Context: an optimization exercise on an open-source flow, tuned for small area and a short achievable clock period. The choices shown serve that exercise and are no tape-out recipe. Only simulation tests tie the RTL to the original design; equivalence was not proved.

--- flow/design.v ---
package life_pkg;
    localparam logic [8:0] CONWAY_BIRTH   = 9'b000001000;
    localparam logic [8:0] CONWAY_SURVIVE = 9'b000001100;
endpackage
module life_rule_cell (
    input  logic [1:0] s_l,
    input  logic [1:0] s_c,
    input  logic [1:0] s_r,
    input  logic       self,
    input  logic [8:0] birth_mask,
    input  logic [8:0] survive_mask,
    output logic       next
);
    logic t0, k1, x, y, t1, z;
    logic t2, t3;
    life_fa u_fa0 (.a(s_l[0]), .b(s_c[0]), .c(s_r[0]), .s(t0), .co(k1));
    life_fa u_fa1 (.a(s_l[1]), .b(s_c[1]), .c(s_r[1]), .s(x),  .co(y));
    life_ha u_ha0 (.a(x), .b(k1), .s(t1), .co(z));
    life_ha u_ha1 (.a(y), .b(z),  .s(t2), .co(t3));
    logic b_lo, b_hi, s_lo, s_hi, m_lo, m_hi;
    life_mux4 u_b_lo (.d({birth_mask[3:0]}),                   .s({t1, t0}), .y(b_lo));
    life_mux4 u_b_hi (.d({birth_mask[7:4]}),                   .s({t1, t0}), .y(b_hi));
    life_mux4 u_s_lo (.d({survive_mask[2:0], survive_mask[0]}), .s({t1, t0}), .y(s_lo));
    life_mux4 u_s_hi (.d({survive_mask[6:3]}),                  .s({t1, t0}), .y(s_hi));
    life_mux4 u_m_lo (.d({s_hi, s_lo, b_hi, b_lo}),             .s({self, t2}), .y(m_lo));
    life_mux4 u_m_hi (.d({survive_mask[8:7], birth_mask[8], birth_mask[8]}), .s({self, t0}), .y(m_hi));
    life_mux2 u_m    (.d({m_hi, m_lo}),                         .s(t3), .y(next));
endmodule
module life_fa (
    input  logic a,
    input  logic b,
    input  logic c,
    output logic s,
    output logic co
);
    assign s  = a ^ b ^ c;
    assign co = (a & b) | (a & c) | (b & c);
endmodule
module life_mux4 (
    input  logic [3:0] d,
    input  logic [1:0] s,
    output logic       y
);
    assign y = d[s];
endmodule
module life_mux2 (
    input  logic [1:0] d,
    input  logic       s,
    output logic       y
);
    assign y = d[s];
endmodule
module life_ha (
    input  logic a,
    input  logic b,
    output logic s,
    output logic co
);
    assign s  = a ^ b;
    assign co = a & b;
endmodule
module life_popcount32 (
    input  logic [31:0] x,
    output logic [5:0] y
);
    logic s0, c0, s1, c1, s2, c2, s3, c3;
    logic s4, c4, s5, c5, s6, c6, s7, c7;
    logic s8, c8, s9, c9, s10, c10, s11, c11;
    logic s12, c12, s13, c13, s14, c14, s15, c15;
    logic s16, c16, s17, c17, s18, c18, s19, c19;
    logic s20, c20, s21, c21, s22, c22, s23, c23;
    logic s24, c24, s25, c25, s26, c26, s27, c27;
    logic s28, c28, s29, c29, s30, c30;
    life_fa u0 (.a(x[0]), .b(x[10]), .c(x[11]), .s(s0), .co(c0));
    life_fa u1 (.a(x[12]), .b(x[13]), .c(x[14]), .s(s1), .co(c1));
    life_fa u2 (.a(x[15]), .b(x[16]), .c(x[17]), .s(s2), .co(c2));
    life_fa u3 (.a(x[18]), .b(x[19]), .c(x[1]), .s(s3), .co(c3));
    life_fa u4 (.a(x[20]), .b(x[21]), .c(x[22]), .s(s4), .co(c4));
    life_fa u5 (.a(x[23]), .b(x[24]), .c(x[25]), .s(s5), .co(c5));
    life_fa u6 (.a(x[26]), .b(x[27]), .c(x[28]), .s(s6), .co(c6));
    life_fa u7 (.a(x[29]), .b(x[2]), .c(x[30]), .s(s7), .co(c7));
    life_fa u8 (.a(x[31]), .b(x[3]), .c(x[4]), .s(s8), .co(c8));
    life_fa u9 (.a(x[5]), .b(x[6]), .c(x[7]), .s(s9), .co(c9));
    life_fa u10 (.a(x[8]), .b(x[9]), .c(s0), .s(s10), .co(c10));
    life_fa u11 (.a(s1), .b(s2), .c(s3), .s(s11), .co(c11));
    life_fa u12 (.a(s4), .b(s5), .c(s6), .s(s12), .co(c12));
    life_fa u13 (.a(s7), .b(s8), .c(s9), .s(s13), .co(c13));
    life_fa u14 (.a(s10), .b(s11), .c(s12), .s(s14), .co(c14));
    life_ha u15 (.a(s13), .b(s14), .s(s15), .co(c15));
    life_fa u16 (.a(c0), .b(c1), .c(c2), .s(s16), .co(c16));
    life_fa u17 (.a(c3), .b(c4), .c(c5), .s(s17), .co(c17));
    life_fa u18 (.a(c6), .b(c7), .c(c8), .s(s18), .co(c18));
    life_fa u19 (.a(c9), .b(c10), .c(c11), .s(s19), .co(c19));
    life_fa u20 (.a(c12), .b(c13), .c(s16), .s(s20), .co(c20));
    life_fa u21 (.a(s17), .b(s18), .c(c14), .s(s21), .co(c21));
    life_fa u22 (.a(s19), .b(s20), .c(c15), .s(s22), .co(c22));
    life_ha u23 (.a(s21), .b(s22), .s(s23), .co(c23));
    life_fa u24 (.a(c16), .b(c17), .c(c18), .s(s24), .co(c24));
    life_fa u25 (.a(c19), .b(c20), .c(s24), .s(s25), .co(c25));
    life_fa u26 (.a(c21), .b(s25), .c(c22), .s(s26), .co(c26));
    life_ha u27 (.a(c23), .b(s26), .s(s27), .co(c27));
    life_fa u28 (.a(c24), .b(c25), .c(c26), .s(s28), .co(c28));
    life_ha u29 (.a(c27), .b(s28), .s(s29), .co(c29));
    life_ha u30 (.a(c28), .b(c29), .s(s30), .co(c30));
    assign y[0] = s15;
    assign y[1] = s23;
    assign y[2] = s27;
    assign y[3] = s29;
    assign y[4] = s30;
    assign y[5] = c30;
endmodule
module life_row_engine #(
    parameter int WIDTH  = 64,
    parameter int HEIGHT = 32,
    parameter int WRAP   = 0
) (
    input  logic                                 clk,
    input  logic                                 rst_n,
    input  logic                                 start,
    input  logic [8:0]                           birth_mask,
    input  logic [8:0]                           survive_mask,
    input  logic                                 in_valid,
    output logic                                 in_ready,
    input  logic [WIDTH-1:0]                     in_row,
    output logic                                 out_valid,
    input  logic                                 out_ready,
    output logic [WIDTH-1:0]                     out_row,
    output logic                                 out_last,
    output logic                                 busy,
    output logic                                 gen_done,
    output logic [$clog2(WIDTH*HEIGHT+1)-1:0]    alive_count,
    output logic                                 stable
);
    localparam int CW = $clog2(WIDTH*HEIGHT+1);
    localparam int RW = $clog2(HEIGHT);
    logic             st_fill, st_run, st_drain, st_last;
    logic [8:0]       birth_q, survive_q;
    logic [WIDTH-1:0] prev_row, cur_row, below_row, new_row;
    logic [RW-1:0]    row_cnt;
    logic             pend;
    logic             rdy_base;
    logic             out_free, start_go, take_fill, load_run, load_drain, load, shift, last_row;
    assign rdy_base = st_fill | (st_run & !out_valid);
    always_comb begin
        busy       = st_fill | st_run | st_drain | st_last;
        out_free   = !out_valid || out_ready;
        in_ready   = (st_run & out_ready) | rdy_base;
        start_go   = !busy && start;
        take_fill  = st_fill && in_valid;
        load_run   = st_run && in_valid && out_free;
        load_drain = st_drain && out_free;
        load       = load_run | load_drain;
        shift      = take_fill | load;
        last_row   = (row_cnt == RW'(HEIGHT - 1));
        out_last   = st_last;    
    end
    always_ff @(posedge clk or negedge rst_n) begin
        if (!rst_n) begin
            st_fill   <= 1'b0;
            st_run    <= 1'b0;
            st_drain  <= 1'b0;
            st_last   <= 1'b0;
            row_cnt   <= '0;
            out_valid <= 1'b0;
            gen_done  <= 1'b0;
            pend      <= 1'b0;
        end else begin
            st_fill   <= start_go | (st_fill & !in_valid);
            st_run    <= take_fill | (st_run & !(load_run & last_row));
            st_drain  <= (load_run & last_row) | (st_drain & !out_free);
            st_last   <= load_drain | (st_last & !out_ready);
            gen_done  <= st_last & out_valid & out_ready;
            out_valid <= load | (out_valid & !out_ready);
            pend      <= load;
            if (take_fill | load_run) row_cnt <= row_cnt + RW'(1);
        end
    end
    always_ff @(posedge clk) begin
        if (start_go) begin
            birth_q   <= birth_mask;
            survive_q <= survive_mask;
        end
        if (shift) prev_row <= cur_row;
        if (shift | !busy) cur_row <= below_row;
        if (load)  out_row  <= new_row;
    end
    assign below_row = (st_fill | st_run) ? in_row : '0;
    logic [1:0] col [WIDTH+2];
    assign col[0]       = 2'd0;
    assign col[WIDTH+1] = 2'd0;
    for (genvar j = 0; j < WIDTH; j++) begin : g_col
        life_fa u_col (.a(prev_row[j]), .b(cur_row[j]), .c(below_row[j]),
                       .s(col[j+1][0]), .co(col[j+1][1]));
    end
    for (genvar i = 0; i < WIDTH; i++) begin : g_cell
        life_rule_cell u_cell (
            .s_l (col[i]),
            .s_c (col[i+1]),
            .s_r (col[i+2]),
            .self(cur_row[i]),
            .birth_mask  (birth_q),
            .survive_mask(survive_q),
            .next(new_row[i])
        );
    end
    localparam int HW = WIDTH / 2;
    localparam int HPW = $clog2(HW + 1);
    logic [HPW-1:0] pop_lo, pop_hi, row_pop_lo, row_pop_hi;
    logic [CW-1:0]  alive_q;
    life_popcount32 u_pop_lo (.x(out_row[HW-1:0]),     .y(pop_lo));
    life_popcount32 u_pop_hi (.x(out_row[WIDTH-1:HW]), .y(pop_hi));
    assign alive_count = alive_q + CW'(row_pop_lo) + CW'(row_pop_hi);
    always_ff @(posedge clk) begin
        row_pop_lo <= pend ? pop_lo : '0;
        row_pop_hi <= pend ? pop_hi : '0;
        if (start_go) begin
            alive_q <= '0;
            stable  <= 1'b1;
        end else begin
            alive_q <= alive_count;
            if (pend && out_row != prev_row) stable <= 1'b0;
        end
    end
endmodule
--- flow/constraint.sdc ---
create_clock -name core_clock -period 11.5 [get_ports {clk}]
set_input_delay 2.3000 -clock core_clock [delete_from_list [all_inputs] [get_ports {clk}]]
set_output_delay 2.3000 -clock core_clock [all_outputs]
set_load 0.01 [all_outputs]
--- flow/flow/run.sh ---
#!/bin/bash
# The standard synthesis and layout, with two changes to the layout steps: the port
# buffers are buf_2 cells, and timing repair aims for SETUP_MARGIN ns of setup slack.
set -uo pipefail
cd "$(dirname "$0")/.."
bash standard.sh synth > synth.log 2>&1 || exit 1
export BUFFER_PORTS_ARGS="-buffer_cell sky130_fd_sc_hd__buf_2"
export SETUP_SLACK_MARGIN=$(cat flow/setup_margin.txt)
bash standard.sh > layout.log 2>&1
--- flow/standard.sh ---
#!/bin/bash
# synth_recipe.tcl (not shown) runs the flow's synth.tcl, then flattens the netlist and writes it again
# the make line also repeats each setting of config.mk as NAME=value (left out here)
make -C /OpenROAD-flow-scripts/flow DESIGN_CONFIG=/design/flow/config.mk WORK_HOME=/design/flow/orfs CLKGATE_MAP_FILE= SYNTH_SCRIPT=/design/flow/synth_recipe.tcl "${@:-finish}"
--- flow/flow/setup_margin.txt ---
6.5
--- flow/config.mk ---
export PLATFORM = sky130hd
export DESIGN_NAME = life_row_engine
export DESIGN_NICKNAME = life_row_engine
export VERILOG_FILES = /design/flow/design.v
export SDC_FILE = /design/flow/constraint.sdc
export NUM_CORES = 4
export LEC_CHECK = 0
export CAP_MARGIN = 20
export CORE_MARGIN = 2
export CORE_UTILIZATION = 40
export SLEW_MARGIN = 20
export SYNTH_HIERARCHICAL = 1
==> out/metrics.csv <==
metric,value,unit
synth_cell_type_count,38,
yosysWarnings,9,
mostFrequentLayoutCells,"384 x mux4_2, 210 x edfxtp_1, 173 x fa_1",
die_y,256,um
cts_tree,yes,
critPathKind,flop to output port,
avgSynthCellArea,18.5,um^2
cts_inserted_buffers,35,
core_area,63000,um^2
final_common_cell,mux4_2,
maxSlewViolCount,0,
ctsHtreeMaxLevel,2,
place.gp.congestion,0.838,
synthArstFlopShare,0.0486,
detail-route-antenna-nets,0,
finClkSkew,0.0123,ns
pre_cts_ws,5.72,ns
dp_hpwl,49700,um
portBuffers,168,
max_freq,192,MHz
grt_pass1_wl,120000,um
antenna_cells,0,
drt_iter0_drc,1630,
die_w,256,um
die_area,65600,um^2
clkSinkCount,247,
final_util,0.460,
rsz0062_at_grt,yes,
period_minus_slack,5.21,ns
endpoint_kind,output port,
clockBufferDepth,3,
antenna_found_initial,0,
synth_top_cell_by_area,mux4_2,
first_pass_iters,5,
finalSetupViolations,0,
num_io_pins,169,
status,timing/DRC/antenna clean,
yosys_most_used_dff,edfxtp_1,
period_share,0.453,
worst_slack,6.29,ns
maxSlewHeadroom,0.232,
ys_ff_latch,247,
critPathMaxFanout,2,
routed_wl,81600,um
grt_usage,0.251,
synth_area_leaders,"mux4_2 34%, edfxtp_1 25%, fa_1 20%",
grt_pass1_vias,17320,
std_cell_rows,92,
synth_area,25400,um^2
grt_overflow,0,
routed-via-count,16167,
initial_core_util,0.404,
wl_per_cell,33.1,um
drc,0,
grt_max_degree,105,
final_nets,2080,
worstPathRequired,9.20,ns
synth_top_area_share,0.340,
layout-drive-gt1-share,0.502,
synth_edf_count,210,
vias_per_cell,6.56,
max-cap-violations,0,
clock-root-buffer,clkbuf_16,
min_path_type,flop to flop,
cp_data_arrival_time,2.91,ns
start_kind,flop,
tightest_slew,1.15,ns
clock_latency,0.55,ns
min_from,row_cnt[3],
setup_tns,0,ns
clk_pin_slew,0.06,ns
hold_slack,0.469,ns
r2r-start,st_fill,
postSynthCellCount,1374,
syn2layout_area_growth,13.7,%
ys_seq_area_frac,0.279,
hold_viol_final,0,
startpoint,alive_q[2],
-- state kept, by name, summed over array words and instances, names as in the netlist, 5 cells and up --
| name | flops |
|---|---|
| alive_q | 12 |
| birth_q | 9 |
| cur_row | 64 |
| out_row | 64 |
| prev_row | 64 |
| row_cnt | 5 |
| row_pop_hi | 6 |
| row_pop_lo | 6 |
| survive_q | 9 |
-- synth_stat cells (all sizes together) (8+ instances only) --
library cell / number
nor2b: 66
and2: 17
nand4: 14
dfrtp: 12
nor4: 8
nor2: 8
dfxtp: 25
ha: 146
inv: 16
mux2: 66
mux4: 384
xor2: 18
fa: 251
clkbuf: 8
edfxtp: 210
nand2: 14
xnor2: 55
buf: 12
a21oi: 9
-- cell type report --
cell class	instances	area, um^2
Clock buffer	48	988
Fill cell	5409	34000
Timing Repair Buffer	202	1130
Multi-Input combinational cell	1094	18500
Inverter	16	60.1
Sequential cell	247	7110
Clock inverter	11	85.1
Tap cell	846	1060
-- Yosys stat by module (local to each module, per instance), excerpt --
module	cells inside	copies in the design	area (um^2)	flops+latches
life_row_engine	532	1	9130	247
life_popcount32	6	2	45.0	0
life_mux4	1	384	22.5	0
life_fa	1	244	20.0	0
life_mux2	1	64	15.0	0
life_ha	1	138	12.5	0
-- cell families (layout without fill, tap and decap cells) --
family / after synthesis / in the layout / synth area share
compound gates: 23 / 23 / 0.00580
xor+xnor: 73 / 73 / 0.0251
fa+ha+maj: 397 / 397 / 0.269
buf+inv: 36 / 277 / 0.00708
flops: 247 / 247 / 0.279
mux: 455 / 455 / 0.381
other cells: 1 / 4 / 0.000147
simple gates: 142 / 142 / 0.0327
-- what timing repair did --
action / CTS / global route
hold buffers: 0 / 0
pin swaps: 11 / 7
buffers inserted: 9 / 2
resized for setup: 36 / 75
endpoints found under the setup margin: 34 / 69
-- worst max-delay path, stage by stage (launching register included) --
cell      delay [ns]
dfxtp_1         0.32
fa_1            0.57
ha_1            0.24
a21o_1          0.18
a21o_1          0.18
a2111o_1        0.41
and3b_4         0.20
xor2_1          0.13
buf_2           0.14
-- layer usage --
layer	GRT usage	part of all wire	vias to the layer above
met3	0.0494	0.094	164
li1	-	-	6248
met2	0.405	0.48	1036
met1	0.346	0.39	8719
met5	0	0	-
met4	0.0793	0.033	0
-- worst paths after layout --
check	endpoint	slack (ns)	depth (start not counted)
min in group asynchronous	pend	1.62	1
max in group asynchronous	row_cnt[2]	9.66	1
max reg2reg	out_row[59]	6.74	8
min	row_cnt[3]	0.47	1
min reg2reg	row_cnt[3]	0.47	1
max	alive_count[10]	6.29	8
-- through the flow --
| stage | area (um^2) | instances |
|---|---|---|
| 3_3_place_gp | 27500 | 2394 |
| 6_report | 28900 | 2464 |
| 2_1_floorplan | 25500 | 1377 |
| 3_5_place_dp | 27500 | 2394 |
| 5_1_grt | 28900 | 2464 |
| 4_1_cts | 28700 | 2462 |

[what the ideal ports hide]
How much do the figures lean on ideal ports? The routed layout below was timed once more, with nothing changed but the port constraints.
Step 1 sets driving cells, clkbuf_16 on the clock port and buf_2 on the other inputs (assumed; they add their load-dependent delay and slew).
Step 2 moves the port delays by t, midway between the first and last clock arrival at a register: inputs arrive t later, outputs are due t later. That takes back most of the time a late clock gives input paths.
Slacks: ideal ports / drivers / drivers and shift; pairs: ideal ports / drivers.
t (ns): 0.605
setup slack, ns: 6.289 / 6.227 / 5.971
worst hold slack (ns): 0.469 / 0.469 / 0.469
worst register clock-pin slew, ns: 0.06 / 0.06
cell pins on the clock port's net: 1
After both steps this run still meets setup and hold. For this run, drivers alone change the setup slack by -0.062 ns; drivers and shift together by -0.318 ns.
